This is an optimization exercise on Yosys and OpenROAD, whose aim is small area, not a production implementation. Function was checked by simulation only, so behaviour that the tests miss may differ from the original. Power and IR drop assume default switching activity.

==> run a <==
// reverse_impact_detector_unit
module reverse_impact_detector_unit #(
  parameter int unsigned SPEED_DEPTH = rid_pkg::SPEED_DEPTH_DEF,
  parameter int unsigned ACCEL_DEPTH = rid_pkg::ACCEL_DEPTH_DEF
) (
  input  logic                            clk_i,
  input  logic                            rst_ni,
  input  logic                            s_axis_tvalid,
  output logic                            s_axis_tready,
  input  logic [rid_pkg::IN_DATA_W-1:0]   s_axis_tdata,
  input  logic [rid_pkg::CMD_W-1:0]       s_axis_tuser,
  output logic                            m_axis_tvalid,
  input  logic                            m_axis_tready,
  output logic [rid_pkg::OUT_DATA_W-1:0]  m_axis_tdata,
  input  logic                            cfg_we_i,
  input  logic [rid_pkg::REG_IDX_W-1:0]   cfg_idx_i,
  input  logic [rid_pkg::REG_DATA_W-1:0]  cfg_data_i
);
clock: 10.0 ns
lec_check: 0
abc_area: 1
cap_margin: 20
core_margin: 2
core_utilization: 65
place_density: 0.72
slew_margin: 20
standard.sh (not shown) runs the stock make flow with config.mk's settings and CLKGATE_MAP_FILE= SYNTH_SCRIPT=/design/flow/synth_recipe.tcl, a recipe that flattens the netlist after the stock synthesis.
==> flow/flow/run.sh <==
#!/bin/bash
# Layout flow: the standard synthesis (standard.sh synth, unchanged), then a second ABC
# mapping of the combinational logic only (flow/remap.sh; every flip-flop instance is kept
# as it is, with its name and cell), then the standard layout steps with a leaner clock tree
# (clkbuf_8 leaves over clusters of at most 16 sinks, no dummy loads), the smallest port
# buffers, and more rounds of antenna repair after detailed routing.
# Each tool's output goes to a log file of its own in this folder.
set -e
export CTS_ARGS="-sink_clustering_enable -repair_clock_nets -sink_clustering_size 16 -sink_clustering_max_diameter 45 -buf_list sky130_fd_sc_hd__clkbuf_8 -dont_use_dummy_load"
export BUFFER_PORTS_ARGS="-buffer_cell sky130_fd_sc_hd__buf_1"
export MAX_REPAIR_ANTENNAS_ITER_DRT=15
bash standard.sh synth > standard_synth.log 2>&1
bash flow/remap.sh > remap.log 2>&1
bash standard.sh > standard.log 2>&1
==> flow/flow/remap.sh <==
#!/bin/bash
# Re-map the combinational logic of the standard synthesis netlist with ABC for area.
# Flip-flops and tie cells are black boxes, so every register keeps its instance name and
# cell; ports keep their names; internal nets are renamed.
set -euo pipefail
R=$(pwd)/orfs/results/sky130hd/reverse_impact_detector_unit/base
LIB=$FLOW_HOME/platforms/sky130hd/lib/sky130_fd_sc_hd__tt_025C_1v80.lib
DU=""
for c in $(sed -n '/^export DONT_USE_CELLS/,/^#/p' $FLOW_HOME/platforms/sky130hd/config.mk | grep -o 'sky130_fd_sc_hd__[a-z0-9_]*'); do
  DU="$DU -dont_use $c"
done
YOSYS=yosys
command -v yosys > /dev/null || YOSYS=$FLOW_HOME/../tools/install/yosys/bin/yosys
cp $R/1_2_yosys.v $R/1_2_yosys_standard.v
cat > remap.ys <<EOT
read_liberty -ignore_miss_func $LIB
read_verilog $R/1_2_yosys_standard.v
hierarchy -top reverse_impact_detector_unit
tee -o remap_before.txt stat -liberty $LIB
blackbox sky130_fd_sc_hd__df* sky130_fd_sc_hd__edf* sky130_fd_sc_hd__sdf* sky130_fd_sc_hd__conb_1
flatten
rename -hide w:*.*
opt_clean
techmap
opt -fast
abc -liberty $LIB $DU -script +strash;dch,-f;map,-a;strash;dch,-f;map,-a;topo;dnsize;
opt_clean -purge
splitnets
opt_clean -purge
hilomap -singleton -hicell sky130_fd_sc_hd__conb_1 HI -locell sky130_fd_sc_hd__conb_1 LO
insbuf -buf sky130_fd_sc_hd__buf_4 A X
opt_clean -purge
check
tee -o remap_after.txt stat -liberty $LIB
write_verilog -noattr -nohex -nodec $R/1_2_yosys.v
EOT
$YOSYS -s remap.ys > remap_yosys.log 2>&1
# the flip-flops must be the standard synthesis's, by instance name and cell
grep -E '^\s*sky130_fd_sc_hd__(df|edf|sdf)' $R/1_2_yosys_standard.v | awk '{print $1, $2}' | sort > remap_flops_standard.txt
grep -E '^\s*sky130_fd_sc_hd__(df|edf|sdf)' $R/1_2_yosys.v | awk '{print $1, $2}' | sort > remap_flops_new.txt
cmp remap_flops_standard.txt remap_flops_new.txt
==> inputs of run b, as changes to run a <==
--- a/flow/design.v
+++ b/flow/design.v
@@ -39,21 +39,19 @@
     for (int i = 14; i >= 0; i--) begin
       g = g | (e & a[i] & !b[i]);
       e = e & !(a[i] ^ b[i]);
     end
     sgt16 = g;
   endfunction
-  function automatic logic [10:0] add10(input logic [9:0] a, input logic [9:0] b,
-                                        input logic ci);
+  function automatic logic [19:0] add20(input logic [19:0] a, input logic [19:0] b);
     logic c;
-    c = ci;
-    for (int i = 0; i < 10; i++) begin
-      add10[i] = a[i] ^ b[i] ^ c;
+    c = 1'b0;
+    for (int i = 0; i < 20; i++) begin
+      add20[i] = a[i] ^ b[i] ^ c;
       c = (a[i] & b[i]) | (a[i] & c) | (b[i] & c);
     end
-    add10[10] = c;
   endfunction
   function automatic logic [4:0] inc5(input logic [4:0] a);
     logic c;
     c = 1'b1;
     for (int i = 0; i < 5; i++) begin
       inc5[i] = a[i] ^ c;
@@ -118,17 +116,12 @@
   input  logic signed [15:0] v_i,
   output logic signed [19:0] sum_o,
   output logic signed [15:0] xmax_o,
   output logic [15:0]        spread_o
 );
   logic signed [19:0] sum_q;
-  logic               sc_q;
-  logic [19:0]        sum_a, sum_v;
-  logic [10:0]        sum_lo;
-  logic [10:0]        sum_hi;
-  logic               sum_ci;
   logic signed [15:0] xmax_q, zmax_q, zmin_q;
   logic [2:0]  sel_q;        
   logic        pass_q;       
   logic [4:0]  j_q;          
   logic        s_q;          
   logic [4:0]  dl_q;         
@@ -193,27 +186,29 @@
   assign dec   = (sel_q == 3'd3);
   assign last  = dec ? (j_q == 5'd31) : (pass_q ? (j_q == 5'd19) : (j_q == 5'd22));
   assign rot   = !pass_q & !j_q[4];
   assign shift = (sel_q[2:1] == 2'b00 || sel_q == 3'd2) & (pass_q | rot);
   always_ff @(posedge clk_i or negedge rst_ni) begin
     if (!rst_ni) begin
-      sel_q <= 3'd4;
+      sel_q  <= 3'd4;
+      pass_q <= 1'b0;
+      j_q    <= '0;
     end else if (conv_i) begin
-      sel_q <= 3'd0;
-    end else if (!sel_q[2] && last) begin
-      if (dec) sel_q <= 3'd4;
-      else if (pass_q) sel_q <= {1'b0, sel_q[1] ^ sel_q[0], !sel_q[0]};
-    end
-  end
-  always_ff @(posedge clk_i) begin
-    if (conv_i) begin
+      sel_q  <= 3'd0;
       pass_q <= 1'b0;
       j_q    <= '0;
     end else if (!sel_q[2]) begin
       j_q <= last ? 5'd0 : rid_pkg::inc5(j_q);
-      if (last && !dec) pass_q <= !pass_q;
+      if (last) begin
+        if (dec) begin
+          sel_q <= 3'd4;
+        end else begin
+          pass_q <= !pass_q;
+          if (pass_q) sel_q <= {1'b0, sel_q[1] ^ sel_q[0], !sel_q[0]};
+        end
+      end
     end
   end
   always_ff @(posedge clk_i) begin
     if (j_q == 5'd0 && !pass_q) s_q <= cur[15];
     dl_q <= {dl_q[3:0], gbit};
     nc_q <= nco;
@@ -227,29 +222,20 @@
       if (!pass_q) r_q <= rnext;
       bw_q <= (!nbit & (rb | bw_q)) | (rb & bw_q);
       qd_q <= {qd_q[0], qbit};
       qc_q <= (qbit & qd_q[1]) | (qbit & qc_q) | (qd_q[1] & qc_q);
     end
   end
-  assign sum_a  = first_i ? 20'd0 : sum_q;
-  assign sum_v  = (first_i | spd_i) ? 20'(v_i) : 20'd0;
-  assign sum_ci = !first_i & sc_q;
-  assign sum_lo = rid_pkg::add10(sum_a[9:0], sum_v[9:0], 1'b0);
-  assign sum_hi = rid_pkg::add10(sum_a[19:10], sum_v[19:10], sum_ci);
-  always_ff @(posedge clk_i) begin
-    if (first_i || upd_i) begin
-      sum_q <= {sum_hi[9:0], sum_lo[9:0]};
-      sc_q  <= sum_lo[10];
-    end
-  end
   always_ff @(posedge clk_i) begin
     if (first_i) begin
+      sum_q  <= 20'(v_i);
       xmax_q <= x_i;
       zmax_q <= z_i;
       zmin_q <= z_i;
     end else if (upd_i) begin
+      if (spd_i) sum_q <= rid_pkg::add20(sum_q, 20'(v_i));
       if (rid_pkg::sgt16(x_i, xmax_q)) xmax_q <= x_i;
       if (rid_pkg::sgt16(z_i, zmax_q)) zmax_q <= z_i;
       if (rid_pkg::sgt16(zmin_q, z_i)) zmin_q <= z_i;
     end else if (shift) begin
       case (sel_q[1:0])
         2'd0:    xmax_q <= {pass_q ? (qbit ^ (j_q == 5'd19)) : cur[0], xmax_q[15:1]};
@@ -398,13 +384,13 @@
       state_q <= state_d;
       if (da_q == AW'(1)) clr_q <= 1'b0;
       if (!a_wr) da_q <= (da_q == '0) ? AW'(ACCEL_DEPTH - 1) : rid_pkg::dec7(da_q);
       if (!v_wr) dv_q <= (dv_q == '0) ? SW'(SPEED_DEPTH - 1) : rid_pkg::dec4(dv_q);
     end
   end
-  assign jr    = !rst_ni | (clr_q & (da_q == '0) & !cfg_we_i);
+  assign jr    = clr_q & (da_q == '0);
   assign wdata = jr ? '0 : cfg_data_i;
   always_ff @(posedge clk_i) begin
     if (jr || (cfg_we_i && cfg_idx_i == 2'd0)) peak_thr_q    <= wdata[15:0];
     if (jr || (cfg_we_i && cfg_idx_i == 2'd1)) zspread_thr_q <= wdata[15:0];
     if (jr || (cfg_we_i && cfg_idx_i == 2'd2)) hold_q        <= wdata;
     if (jr || (cfg_we_i && cfg_idx_i == 2'd3)) limit_q       <= {wdata[15:8] | {8{jr}}, wdata[7:0]};
==> flow/flow/run.sh (replaced) <==
#!/bin/bash
# The standard layout (standard.sh, unchanged synthesis), with a leaner clock tree (clkbuf_8
# leaves over clusters of at most 18 sinks, no dummy loads), the smallest port buffers, and
# more rounds of antenna repair after detailed routing.
set -e
export CTS_ARGS="-sink_clustering_enable -repair_clock_nets -sink_clustering_size 18 -sink_clustering_max_diameter 50 -buf_list sky130_fd_sc_hd__clkbuf_8 -dont_use_dummy_load"
export BUFFER_PORTS_ARGS="-buffer_cell sky130_fd_sc_hd__buf_1"
export MAX_REPAIR_ANTENNAS_ITER_DRT=15
bash standard.sh > standard.log 2>&1
- CORE_UTILIZATION: 65 -> 75
- PLACE_DENSITY: 0.72 -> 0.85
removed: flow/flow/remap.sh
==> inputs of run c, as changes to run a <==
==> flow/flow/run.sh (replaced) <==
#!/bin/bash
# Layout flow: the standard synthesis (standard.sh synth, unchanged), then a second ABC
# mapping of the combinational logic only (flow/remap.sh; every flip-flop instance is kept
# as it is, with its name and cell), then the standard layout steps with a leaner clock tree
# (clkbuf_8 leaves over clusters of at most 18 sinks, no dummy loads), the smallest port
# buffers, and more rounds of antenna repair after detailed routing.
# Each tool's output goes to a log file of its own in this folder.
set -e
export CTS_ARGS="-sink_clustering_enable -repair_clock_nets -sink_clustering_size 18 -sink_clustering_max_diameter 50 -buf_list sky130_fd_sc_hd__clkbuf_8 -dont_use_dummy_load"
export BUFFER_PORTS_ARGS="-buffer_cell sky130_fd_sc_hd__buf_1"
export MAX_REPAIR_ANTENNAS_ITER_DRT=15
bash standard.sh synth > standard_synth.log 2>&1
bash flow/remap.sh > remap.log 2>&1
bash standard.sh > standard.log 2>&1
- CORE_UTILIZATION: 65 -> 70
- PLACE_DENSITY: 0.72 -> 0.78
==> qor summary <==
Outcome: run a timing/DRC/antenna clean; run b timing/DRC/antenna clean; run c timing/DRC/antenna clean
Fillers: run a 7586; run b 4950; run c 6156
Final period demand of the worst path: run a 6.03 ns; run b 9.38 ns; run c 6.21 ns
Overall Power: run a 21000 µW; run b 23700 µW; run c 20300 µW
Pin count of the biggest net entering global routing: run a 62; run b 94; run c 62
Initial core utilization: run a 0.657; run b 0.754; run c 0.704
Crit path capture: run a u_scan.zmin_q[15]; run b u_scan.sum_q[19]; run c u_scan.zmin_q[15]
TritonCTS Buffers: run a 283; run b 224; run c 224
Count of placed standard cells in the final layout, fillers left out: run a 6752; run b 6641; run c 6577
Maximum clock skew at final layout: run a 0.0652 ns; run b 0.0707 ns; run c 0.0939 ns
Post-synthesis cell area: run a 79100 µm²; run b 80500 µm²; run c 79100 µm²
Slowest cell delay on critical path: run a 0.59 ns; run b 0.50 ns; run c 0.59 ns
Detailed Route Iter0 Violations: run a 2320; run b 2413; run c 2157
Clock-pin transition on the worst setup and hold timing paths: run a 0.10 ns; run b 0.11 ns; run c 0.11 ns
Row count: run a 127; run b 120; run c 123
Max-Slew Margin vs Limit: run a 0.295; run b 0.249; run c 0.288
Slack of the worst reg-to-reg path: run a 3.97 ns; run b 0.62 ns; run c 3.79 ns
Area of the die: run a 124000 µm²; run b 110000 µm²; run c 116000 µm²
Clock sinks: run a 3591; run b 3590; run c 3591
DR vias: run a 31739; run b 32731; run c 31595
Clk power: run a 6480 µW; run b 5790 µW; run c 5840 µW
Layout Nets: run a 5259; run b 5418; run c 5199
Via density per instance: run a 4.70; run b 4.93; run c 4.80

## static timing again, ports no longer ideal
In the flow no input, the clock included, has a driving cell. The finished layouts below were timed again as built, in two steps.
Step 1 sets driving cells, clkbuf_16 on the clock port and buf_2 on the other inputs (assumed; they add their load-dependent delay and slew).
Step 2 moves the port delays by t, midway between the first and last clock arrival at a register: inputs arrive t later, outputs are due t later. That takes back most of the time a late clock gives input paths.
Three values: ideal, step 1, step 2; two values: the first two.
| run | t, ns | slack for setup (ns) | worst hold slack (ns) | worst setup path at the end | latest minus earliest clock arrival (ns) |
|---|---|---|---|---|---|
| run a | 1.012 | 3.969 / 3.969 / 3.297 | 0.273 / 0.273 / 0.273 | input to register | 0.078 / 0.078 |
| run b | 0.927 | 0.618 / 0.618 / 0.618 | 0.273 / 0.273 / 0.273 | register to register | 0.100 / 0.100 |
| run c | 0.942 | 3.794 / 3.794 / 3.365 | 0.269 / 0.269 / 0.269 | input to register | 0.095 / 0.095 |
After both steps setup and hold are still met in every run listed. For run a, which loses most, drivers alone change the setup slack by 0.000 ns; drivers and shift together by -0.672 ns.
